This is an optimization exercise on Yosys and OpenROAD, whose aim is small area, a short achievable clock period and few clock cycles, not a production implementation. In this exercise RTL edits were held to simulation tests only and were not proved equivalent to the original. Power is estimated from default activity; no workload was simulated.

### design/flow/config.mk
export PLATFORM = sky130hd
export DESIGN_NAME = obj_line_scan
export DESIGN_NICKNAME = obj_line_scan
export VERILOG_FILES = /design/flow/design.v
export SDC_FILE = /design/flow/constraint.sdc
export NUM_CORES = 4
export LEC_CHECK = 0
export CAP_MARGIN = 20
export CORE_MARGIN = 2
export CORE_UTILIZATION = 45
export SLEW_MARGIN = 20
### design/flow/constraint.sdc
create_clock -name core_clock -period 8.0 [get_ports {CLK20}]
set_input_delay 1.6000 -clock core_clock [delete_from_list [all_inputs] [get_ports {CLK20}]]
set_output_delay 1.6000 -clock core_clock [all_outputs]
set_load 0.01 [all_outputs]
### design/flow/design.v
package obj_pkg;
    localparam int OBJ_MAX_DEF  = 64;
    localparam int LINE_MAX_DEF = 8;
    localparam int OBJ_H_DEF    = 16;
    localparam int OBJ_W     = 29;
    localparam int X_LSB     = 0;
    localparam int Y_LSB     = 8;
    localparam int CODE_LSB  = 16;
    localparam int COL_LSB   = 24;
    localparam int FLIPH_BIT = 27;
    localparam int FLIPV_BIT = 28;
    typedef struct packed {
        logic [3:0]       row;
        logic [OBJ_W-1:0] word;
    } lst_entry_t;
    typedef enum logic {
        S_IDLE,
        S_SCAN
    } scan_state_t;
endpackage
module obj_line_fifo #(
    parameter int DEPTH = 8,
    parameter int WIDTH = 33,
    parameter int CNT_W = $clog2(DEPTH + 1)
) (
    input  logic             clk,
    input  logic             rst,
    input  logic             clr,
    input  logic             push,
    input  logic             pop,
    input  logic [WIDTH-1:0] wdata,
    output logic [WIDTH-1:0] rdata,
    output logic [CNT_W-1:0] count,
    output logic             empty
);
    localparam int AW = $clog2(DEPTH);
    logic [WIDTH-1:0] mem [DEPTH];
    logic [AW-1:0]    wr_ptr;
    logic [AW-1:0]    rd_ptr;
    logic             push_ok;
    logic             pop_ok;
    assign empty   = (count == '0);
    assign push_ok = push & (count != CNT_W'(DEPTH));
    assign pop_ok  = pop & ~empty;
    assign rdata   = empty ? '0 : mem[rd_ptr];
    always_ff @(posedge clk) begin
        if (push_ok) begin
            mem[wr_ptr] <= wdata;
        end
    end
    always_ff @(posedge clk) begin
        if (rst || clr) begin
            wr_ptr <= '0;
            rd_ptr <= '0;
            count  <= '0;
        end else begin
            if (push_ok) wr_ptr <= wr_ptr + AW'(1);
            if (pop_ok)  rd_ptr <= rd_ptr + AW'(1);
            case ({push_ok, pop_ok})
                2'b10:   count <= count + CNT_W'(1);
                2'b01:   count <= count - CNT_W'(1);
                default: count <= count;
            endcase
        end
    end
endmodule
module obj_line_scan #(
    parameter int OBJ_MAX  = obj_pkg::OBJ_MAX_DEF,
    parameter int LINE_MAX = obj_pkg::LINE_MAX_DEF,
    parameter int OBJ_H    = obj_pkg::OBJ_H_DEF
) (
    input  logic        CLK20,
    input  logic        RESET,
    input  logic        DMCS,
    input  logic [28:0] DO,
    input  logic [7:0]  V,
    input  logic        HBDn,
    input  logic        VB,
    input  logic        LST_RD,
    output logic [32:0] LST_DATA,
    output logic        LST_EMPTY,
    output logic [3:0]  LST_CNT,
    output logic        LST_RDY,
    output logic        OVF
);
    localparam int AW = $clog2(OBJ_MAX);
    localparam int CW = $clog2(OBJ_MAX + 1);
    logic [obj_pkg::OBJ_W-1:0] obj_table [OBJ_MAX];
    logic [CW-1:0]    obj_cnt;
    logic [CW-1:0]    rd_idx;
    logic [AW-1:0]    wr_idx;
    logic             vb_q, hbdn_q;
    logic             vb_rise, hb_fall, hb_rise, wr_en;
    logic [7:0]       tgt, d;
    logic [obj_pkg::OBJ_W-1:0] word_rd;
    logic [3:0]       row;
    logic             hit;
    logic             start, finish, push, rd_adv, pop, fifo_empty, lst_rdy;
    obj_pkg::lst_entry_t       push_data;
    obj_pkg::scan_state_t      state, state_nxt;
    logic             ovf_set;
    logic             ovf;
    assign vb_rise = VB & ~vb_q;
    assign hb_fall = hbdn_q & ~HBDn;
    assign hb_rise = HBDn & ~hbdn_q;
    assign wr_en   = DMCS & (vb_rise | (obj_cnt != CW'(OBJ_MAX)));
    assign wr_idx  = vb_rise ? '0 : obj_cnt[AW-1:0];
    always_ff @(posedge CLK20) begin
        if (wr_en) begin
            obj_table[wr_idx] <= DO;
        end
    end
    always_ff @(posedge CLK20) begin
        if (RESET) begin
            vb_q    <= 1'b0;
            hbdn_q  <= 1'b1;
            obj_cnt <= '0;
        end else begin
            vb_q   <= VB;
            hbdn_q <= HBDn;
            if (vb_rise)    obj_cnt <= wr_en ? CW'(1) : '0;
            else if (wr_en) obj_cnt <= obj_cnt + CW'(1);
        end
    end
    assign word_rd   = obj_table[rd_idx[AW-1:0]];
    assign d         = tgt - word_rd[obj_pkg::Y_LSB +: 8];
    assign hit       = (d < 8'(OBJ_H));
    assign row       = word_rd[obj_pkg::FLIPV_BIT] ? ~d[3:0] : d[3:0];
    assign push_data = {row, word_rd};
    always_comb begin
        state_nxt = state;
        start     = 1'b0;
        finish    = 1'b0;
        push      = 1'b0;
        rd_adv    = 1'b0;
        ovf_set   = 1'b0;
        case (state)
            obj_pkg::S_IDLE: begin
                if (hb_fall && !VB) begin
                    start = 1'b1;
                    if (obj_cnt == '0) finish    = 1'b1;
                    else               state_nxt = obj_pkg::S_SCAN;
                end
            end
            obj_pkg::S_SCAN: begin
                if (hb_rise) begin
                    finish    = 1'b1;
                    state_nxt = obj_pkg::S_IDLE;
                end else if (wr_en) begin
                    state_nxt = obj_pkg::S_SCAN;
                end else if (rd_idx >= obj_cnt) begin
                    finish    = 1'b1;
                    state_nxt = obj_pkg::S_IDLE;
                end else begin
                    rd_adv = 1'b1;
                    if ((rd_idx + CW'(1)) >= obj_cnt) begin
                        finish    = 1'b1;
                        state_nxt = obj_pkg::S_IDLE;
                    end
                    if (hit) begin
                        if (LST_CNT < 4'(LINE_MAX)) push = 1'b1;
                        else begin
                            ovf_set   = 1'b1;
                            finish    = 1'b1;
                            state_nxt = obj_pkg::S_IDLE;
                        end
                    end
                end
            end
            default: state_nxt = obj_pkg::S_IDLE;
        endcase
    end
    always_ff @(posedge CLK20) begin
        if (RESET) begin
            state   <= obj_pkg::S_IDLE;
            rd_idx  <= '0;
            tgt     <= '0;
            lst_rdy <= 1'b0;
        end else begin
            state <= state_nxt;
            if (start) begin
                tgt     <= V + 8'd1;
                rd_idx  <= '0;
                lst_rdy <= 1'b0;
            end else if (rd_adv) begin
                rd_idx <= rd_idx + CW'(1);
            end
            if (finish) lst_rdy <= 1'b1;
        end
    end
    always_ff @(posedge CLK20) begin
        if (RESET || start) ovf <= 1'b0;
        else if (ovf_set)   ovf <= 1'b1;
    end
    assign OVF = ovf;
    assign LST_EMPTY = fifo_empty | (state == obj_pkg::S_SCAN);
    assign pop       = LST_RD & ~LST_EMPTY;
    assign LST_RDY   = lst_rdy;
    obj_line_fifo #(
        .DEPTH (LINE_MAX),
        .WIDTH (4 + obj_pkg::OBJ_W),
        .CNT_W (4)
    ) u_fifo (
        .clk   (CLK20),
        .rst   (RESET),
        .clr   (start),
        .push  (push),
        .pop   (pop),
        .wdata (push_data),
        .rdata (LST_DATA),
        .count (LST_CNT),
        .empty (fifo_empty)
    );
endmodule
### design/flow/run.sh
#!/bin/bash
# synth_recipe.tcl (not shown) runs the flow's synth.tcl, then flattens the netlist and writes it again
# the make line also repeats each setting of config.mk as NAME=value (left out here)
make -C /OpenROAD-flow-scripts/flow DESIGN_CONFIG=/design/flow/config.mk WORK_HOME=/design/flow/orfs CLKGATE_MAP_FILE= SYNTH_SCRIPT=/design/flow/synth_recipe.tcl finish
==> summary.txt <==
worst-margin pin slew 1114 ps; CP Class reg2reg; Fin. Hold Viols 0; Crit path arrival time 7060 ps; CP max-delay cell mux4_2; GRT Util Overall 21.49%; worst min-delay path category reg2reg; slew margin rel. 25.54%; setup_tns 0 ps; Synthesis Warnings 2; Post-Syn Instances 3428; Slowest Stage Delay on Critical Path 660 ps; Detailed Routing Iterations Pass 1 5; Final min period 6280 ps; EDFF count, synth 2120; Setup Skew 30.42 ps; global-route wire length before repair 284000 um; Hold-fix buffers, CTS 0; RSZ-0062 raised after global routing false; synthesis-stage register bit count 2166; gpl congestion 0.8153; Clock Path Buffers 3; dominant synthesized flop cell edfxtp_1; Multi-input gate area 18300 um^2; largest net degree at the start of global routing 151; 1st-iter DRT viols 4473; Synth top cells by count edfxtp_1, mux4_2, nor2_1, clkbuf_1, buf_1; CTS sink count 2166; post-route cell area 94710 um^2; Num CTS Buffers 213; Placed Area 87730 um^2; power density over cell area 239.5 nW/um^2; grt ovf 0; routed via count 37648; worst-path maximum fanout 29; clock transition at the registers of the reported paths 70 ps; Netlist cell types 49; Seq/Total Area, Yosys 77.71%; Resized Gates After CTS 0; die area 188100 um^2; Finish-stage setup viols 0; syn nets 3504; Yosys top cell area share 76.60%; # IOs 83; worst-skew pair later-pin latency 850 ps; Cell Rows 157; Root Buffer clkbuf_16; nets 3753; Layout Area Growth over Synthesis 13.97%; Achievable Freq 0.1592 GHz; initial core utilization 45.35%; htree depth 4; largest cells by area after synthesis edfxtp_1, mux4_2, dfxtp_1, nor2_1, mux2i_1; post-route total power 22.68 mW; Die Ht 433.7 um; # fillers 13966; Yosys top cell by area edfxtp_1; cell-by-cell trace of the critical path buf_4, mux4_2, mux4_2, mux4_2, ha_1, nand2b_1, a21oi_1, o31a_1, o22ai_1, xnor3_1, or4_1, ha_1, ha_1, a21o_1, a21oi_1, xnor2_1, or3_1, a21oi_1; Detail Route Antenna Nets 0; DRC 0; maximum VDD drop 211.6 uV; CP startpoint kind flip-flop; CTS tree done; Post CTS Setup Buffer Count 0; initial antenna violation count 17; Synth async-reset ratio 0%; WL/cell 31.58 um; crit share post-route 78.51%; Avg Synthesized Cell Area 24.24 um^2; placed wire-length estimate 114500 um; layout cells sized above 1 31.18%; I/O Buffers 82; cell leakage power 28.07 nW; vias per cell 5.952; Core ar. 183300 um^2; Max-Cap Viols 0; Cell Area, Synth 83110 um^2; Routed WL 199800 um; vias in the first global route 38001; Final Max Slew Viols 0; Worst EP required 8780 ps; register area 64610 um^2; most frequent cell after synthesis edfxtp_1; Die Width 433.7 um; status timing/DRC/antenna clean; CP Capture Type flip-flop
-- path summary, 6_finish.rpt --
| kind | from | end | slack (ps) | cells past startpoint |
|---|---|---|---|---|
| setup / recovery | flip-flop | u_fifo.count[3]$_SDFFE_PP0P_ | 1720 | 18 |
| hold / removal | ovf$_SDFFE_PP0P_ | ovf$_SDFFE_PP0P_ | 500 | 1 |
| setup reg to reg | flip-flop | u_fifo.count[3]$_SDFFE_PP0P_ | 1720 | 18 |
| hold reg to reg | ovf$_SDFFE_PP0P_ | ovf$_SDFFE_PP0P_ | 500 | 1 |
-- per-stage QoR --
stage          util [%]  std cells  hold slack (ps)  worst slack (ps)
2_1_floorplan         -       3428            471.0            -876.1
3_3_place_gp      47.86       5923            489.5              1656
3_5_place_dp      47.87       5924            501.1              1678
4_1_cts           51.62       6317            517.1              1632
5_1_grt           51.68       6324            554.6              1322
6_report          51.68       6325            500.3              1720
-- cells by family after synthesis --
kind of cell	share of synthesized area, %
buffers and inverters	0.9244
DFF	77.71
AOI/OAI and AO/OA	0.4486
and+or+nand+nor	1.216
muxes	18.85
adders and majority gates	0.5149
xor gates and xnor gates	0.3327
-- layout make-up --
cell class	count	share of cell area [%]
Multi-Input combinational cell	1069	19.32
Inverter	26	0.1030
Tap cell	2464	3.255
Antenna cell	6	0.01585
Timing Repair Buffer	201	1.826
Clock inverter	127	1.329
Clock buffer	266	5.937
Sequential cell	2166	68.21
-- worst max-delay path: cells and delay by family (launching register included) --
| family | cells | cell delay [ps] |
|---|---|---|
| flops | 1 | 610 |
| simple gates | 3 | 1090 |
| xor+xnor | 2 | 330 |
| fa+ha+maj | 3 | 800 |
| buf+inv | 1 | 590 |
| compound gates | 6 | 990 |
| mux | 3 | 1760 |
-- cells in the final DEF, fill, tap and decap left out, types with 10 or more instances in the layout --
cell type	n
edfxtp_1	2120
mux4_2	662
clkbuf_16	216
buf_4	127
nor2_1	75
nor2_4	64
clkdlybuf4s50_1	53
mux2i_1	47
clkinv_1	47
clkbuf_1	47
clkinv_2	37
dfxtp_1	37
ha_1	31
inv_1	25
xnor2_1	20
bufinv_16	19
nand2_1	18
nand3_1	15
a21oi_1	15
o21ai_0	12
or3_1	11
clkinvlp_4	11
buf_2	11
mux4_1	10
-- metal layers --
layer  up-vias  GRT usage, %  part of all wire, %
li1      15271             -                    -
met1     20564         31.16                   42
met2      1515         33.29                   47
met3       290         4.795                  8.1
met4         8         5.541                  2.3
met5         -             0                0.026
-- where the power goes --
part | internal (mW) | switching [mW] | total (mW)
sequential | 12.5 | 0.00925 | 12.5
combinational | 0.0826 | 0.270 | 0.352
clock | 5.60 | 4.23 | 9.84
-- sequential cells by signal (all words and copies together) (netlist names), named ones only --
| register | flops |
|---|---|
| u_fifo.count | 4 |
| vb_q | 1 |
| u_fifo.wr_ptr | 3 |
| u_fifo.rd_ptr | 3 |
| obj_table | 1856 |
| rd_idx | 7 |
| u_fifo.mem | 264 |
| lst_rdy | 1 |
| tgt | 8 |
| ovf | 1 |
| state | 1 |
| obj_cnt | 7 |
| hbdn_q | 1 |
Testbench counts, summed over its fixed seeds: cycles 21,203.

==> port drivers added, routing unchanged <==
Ports are ideal in the flow. The routed layout listed here was re-timed in OpenROAD. Step 1: set_driving_cell puts a clkbuf_16 on CLK20 and a buf_2 on each other input, an assumption about the parent block. Step 2 times the ports against the registers' clock, not the clock port: input delays grow and output delays shrink by t, the midpoint of the rising clock arrivals with the driver on. Slacks: ideal ports / drivers / drivers and shift; pairs: ideal ports / drivers.
t, ns: 0.919
slack for setup (ns): 1.720 / 1.720 / 1.720
worst setup path at the end: register to register
worst slew at a driven data input, ns: 0.17
After both steps setup and hold are still met in this run. For this run, drivers alone change the setup slack by 0.000 ns; drivers and shift together by 0.000 ns.
